From an optimization exercise on the open Yosys and OpenROAD flow, aimed at small area; shortcuts taken in it are not production practice. The RTL was checked by simulation tests, not by an equivalence proof against the original design. No activity file was given, so power comes from the tool's default toggle rates.

==> inputs of 12-01 <==
// systolic_array_4x4
module systolic_array_4x4
(
    input  logic       clk,
    input  logic       rst,
    input  logic       start_signal,
    input  logic       wen,
    input  logic [7:0] inp_north0,
    input  logic [7:0] inp_north1,
    input  logic [7:0] inp_north2,
    input  logic [7:0] inp_north3,
    input  logic [7:0] inp_west0,
    input  logic [7:0] inp_west1,
    input  logic [7:0] inp_west2,
    input  logic [7:0] inp_west3,
    output logic [4:0] count,
    output logic [7:0] activation_result12,
    output logic [7:0] activation_result13,
    output logic [7:0] activation_result14,
    output logic [7:0] activation_result15
);
clock: 7.0 ns
lec_check: 0
cap_margin: 20
core_margin: 2
core_utilization: 40
cts_buf_list: sky130_fd_sc_hd__clkbuf_16
cts_cluster_diameter: 100
cts_cluster_size: 30
gpl_timing_driven: 0
slew_margin: 20
synth_hierarchical: 1
synth_minimum_keep_size: 0
standard.sh (not shown) runs the stock make flow with config.mk's settings and CLKGATE_MAP_FILE= SYNTH_SCRIPT=/design/flow/synth_recipe.tcl, a recipe that flattens the netlist after the stock synthesis.
==> flow/flow/run.sh <==
#!/bin/bash
set -euo pipefail
bash standard.sh \
  'BUFFER_PORTS_ARGS=-buffer_cell sky130_fd_sc_hd__buf_1' \
  'CTS_ARGS=-sink_clustering_enable -repair_clock_nets -buf_list {sky130_fd_sc_hd__clkbuf_8 sky130_fd_sc_hd__clkbuf_16} -sink_clustering_size 30 -sink_clustering_max_diameter 100 -dont_use_dummy_load' \
  finish > standard.log 2>&1
==> 07-24: changes against 12-01 <==
==> flow/flow/run.sh (replaced) <==
#!/bin/bash
set -euo pipefail
bash standard.sh \
  'BUFFER_PORTS_ARGS=-buffer_cell sky130_fd_sc_hd__buf_1' \
  'CTS_ARGS=-sink_clustering_enable -repair_clock_nets -buf_list sky130_fd_sc_hd__clkbuf_8 -sink_clustering_size 18 -sink_clustering_max_diameter 60 -dont_use_dummy_load' \
  finish > standard.log 2>&1
==> metrics.md <==
| Metric | Value |
|---|---|
| Crit path DAT | 7.29 ns |
| NetSw | 8.41 mW |
| Worst EP required | 7.54 ns |
| Final nets | 4012 |
| Slowest stage delay, CP | 0.64 ns |
| Ratio of final minimum period to clock period | 0.963 |
| Total Routed Length | 96900 um |
| H-tree depth | 2 |
| Status | no timing/DRC/antenna violations |
| Hold endpoint | ac2_2[0] |
# the run above: 07-24

==> metrics.md <==
| Metric | Value |
|---|---|
| H-tree depth | 1 |
| Slowest stage delay, CP | 0.59 ns |
| Final nets | 3990 |
| Status | no timing/DRC/antenna violations |
| NetSw | 8.48 mW |
| Total Routed Length | 96900 um |
| Crit path DAT | 7.19 ns |
# the run above: 12-01


* * *

==> inputs of v15 <==
Starting RTL as in the previous note.
export LEC_CHECK = 0
export CAP_MARGIN = 20
export CORE_MARGIN = 2
export CORE_UTILIZATION = 40
export CTS_BUF_LIST = sky130_fd_sc_hd__clkbuf_16
export CTS_CLUSTER_DIAMETER = 100
export CTS_CLUSTER_SIZE = 30
export GPL_TIMING_DRIVEN = 0
export SLEW_MARGIN = 20
export SYNTH_HIERARCHICAL = 1
export SYNTH_MINIMUM_KEEP_SIZE = 0
create_clock -name core_clock -period 7.0 [get_ports {clk}]
==> flow/flow/run.sh <==
#!/bin/bash
set -euo pipefail
bash standard.sh \
  'BUFFER_PORTS_ARGS=-buffer_cell sky130_fd_sc_hd__buf_1' \
  'CTS_ARGS=-sink_clustering_enable -repair_clock_nets -buf_list sky130_fd_sc_hd__clkbuf_8 -sink_clustering_size 22 -sink_clustering_max_diameter 70 -dont_use_dummy_load' \
  finish > standard.log 2>&1
==> v13 (differences from v15) <==
==> flow/flow/run.sh (replaced) <==
#!/bin/bash
set -euo pipefail
bash standard.sh \
  'BUFFER_PORTS_ARGS=-buffer_cell sky130_fd_sc_hd__buf_1' \
  'CTS_ARGS=-sink_clustering_enable -repair_clock_nets -buf_list sky130_fd_sc_hd__clkbuf_16 -sink_clustering_size 30 -sink_clustering_max_diameter 100 -dont_use_dummy_load' \
  finish > standard.log 2>&1
Settings changed: CORE_UTILIZATION 40 to 50.
==> key figures <==
Outcome
  • Outcome: no timing/DRC/antenna violations

Route
  • Detailed-router iteration count before antenna repair: 5

Timing
  • Max frequency: 0.148 GHz
  • WHS: 0.305 ns
  • RSZ-0062 raised after global routing: false

Critical path
  • Worst r2r dst: res0[0]$_SDFF_PP0_
  • Critical Path Fanout Max: 8

Placed design
  • GPL Wtd Cong: 0.906

Power
  • Power, Total: 17.3 mW
  • Combinational group power: 12.6 mW
  • Clock power frac: 8.1%

Worst hold path
  • Hold path startpoint: e1d3[4]$_DFF_P_

Floorplanning
  • Area of the core: 90000 sq um
The numbers above come from v15.

==> key figures <==
Route
  • Detailed-router iteration count before antenna repair: 7
  • Total number of vias: 22200

Outcome
  • Outcome: no timing/DRC/antenna violations

Power
  • Combinational group power: 13.0 mW
  • Largest power group: combinational cells
  • Power, Total: 17.8 mW
  • Clock power frac: 8.3%

Critical path
  • Worst r2r dst: res0[2]$_SDFF_PP0_

Placed design
  • GPL Wtd Cong: 0.987

Floorplanning
  • Effective utilization at floorplan: 50.7%
  • Area of the core: 71700 sq um
  • Die area: 74900 sq um

CTS
  • CTS Sinks: 482

Yosys
  • XOR/XNOR Fraction of Synth Area: 0.410%

Timing
  • WHS: 0.297 ns
The numbers above come from v13.


* * *

==> amber: inputs <==
systolic_array_4x4 again, from the RTL that the note above started with.
Settings: LEC_CHECK=0, CAP_MARGIN=20, CORE_MARGIN=2, CORE_UTILIZATION=35, CTS_BUF_LIST=sky130_fd_sc_hd__clkbuf_16, CTS_CLUSTER_DIAMETER=100, CTS_CLUSTER_SIZE=30, GPL_TIMING_DRIVEN=0, SLEW_MARGIN=20, SYNTH_HIERARCHICAL=1, SYNTH_MINIMUM_KEEP_SIZE=0; clock period 7.0 ns.
==> flow/flow/run.sh <==
#!/bin/bash
set -euo pipefail
bash standard.sh \
  'BUFFER_PORTS_ARGS=-buffer_cell sky130_fd_sc_hd__buf_1' \
  'CTS_ARGS=-sink_clustering_enable -repair_clock_nets -buf_list sky130_fd_sc_hd__clkbuf_16 -sink_clustering_size 30 -sink_clustering_max_diameter 100 -dont_use_dummy_load' \
  finish > standard.log 2>&1
==> sierra (differences from amber) <==
- CORE_UTILIZATION: 35 -> 40
==> results.txt <==
Outcome: sierra complete, no violations; amber complete, no violations
Post_cts resized: sierra 11; amber 17
Worst rel slew slack: sierra 30.3%; amber 23.6%
Number of buffers added by the clock tree synthesis step: sierra 26; amber 30
Area taken by multi-input logic gates: sierra 0.0254 mm^2; amber 0.0254 mm^2
Cell type of the slowest stage on the worst timing path: sierra sky130_fd_sc_hd__fa_1; amber sky130_fd_sc_hd__edfxtp_1
CP Data Arrival Time: sierra 7.19 ns; amber 7.36 ns
Gate power share: sierra 72.5%; amber 72.2%
Iter 0 DRT Violations: sierra 1536; amber 1739
Placer's final routability congestion estimate: sierra 0.906; amber 0.929
Sequential portion of the cell area: sierra 28.0%; amber 27.7%
Flip-flop and latch area: sierra 0.0110 mm^2; amber 0.0110 mm^2
Clock power frac: sierra 8.7%; amber 9.3%
Average wire per standard cell: sierra 23.6 um; amber 22.9 um
Final Non-Filler Cells: sierra 4102; amber 4330
Starting density of the core: sierra 40.4%; amber 35.2%
Last element of the critical path: sierra res0[3]$_SDFF_PP0_; amber res0[4]$_SDFF_PP0_
Destination of the worst register-to-register timing path: sierra res0[3]$_SDFF_PP0_; amber res0[4]$_SDFF_PP0_
Area added between synthesis and finish: sierra 7.61%; amber 9.06%
Design internal power: sierra 9.15 mW; amber 9.27 mW
Number of well taps: sierra 1176; amber 1380
Overall Global Routing Usage: sierra 21.4%; amber 19.1%
PnR worst setup slack: sierra 0.254 ns; amber 0.141 ns

[what the ideal ports hide]
The flow's constraints put no driver on any port. The routed layouts listed below were extracted and timed again, unchanged, in two steps.
Step 1: set_driving_cell puts a clkbuf_16 on clk and a buf_2 on each other input, an assumption about the parent block.
Step 2 also shifts input and output timing later by t, the mid clock arrival at the registers, as if the neighbouring blocks saw the same clock.
a / b / c = ideal ports / drivers / drivers and shift; a / b = the first two.
run	t, ns	setup WS [ns]	worst hold slack (ns)	worst register clock-pin slew, ns
12-01	0.668	0.254 / 0.254 / 0.254	0.299 / 0.299 / 0.299	0.12 / 0.12
07-24	0.734	0.259 / 0.259 / 0.259	0.294 / 0.294 / 0.294	0.11 / 0.11
v15	0.704	0.257 / 0.257 / 0.257	0.305 / 0.305 / 0.305	0.12 / 0.12
v13	0.629	0.178 / 0.178 / 0.178	0.297 / 0.297 / 0.297	0.11 / 0.11
amber	0.696	0.141 / 0.141 / 0.141	0.291 / 0.291 / 0.291	0.11 / 0.11
sierra	0.668	0.254 / 0.254 / 0.254	0.299 / 0.299 / 0.299	0.12 / 0.12
After both steps setup and hold are still met in every run listed.
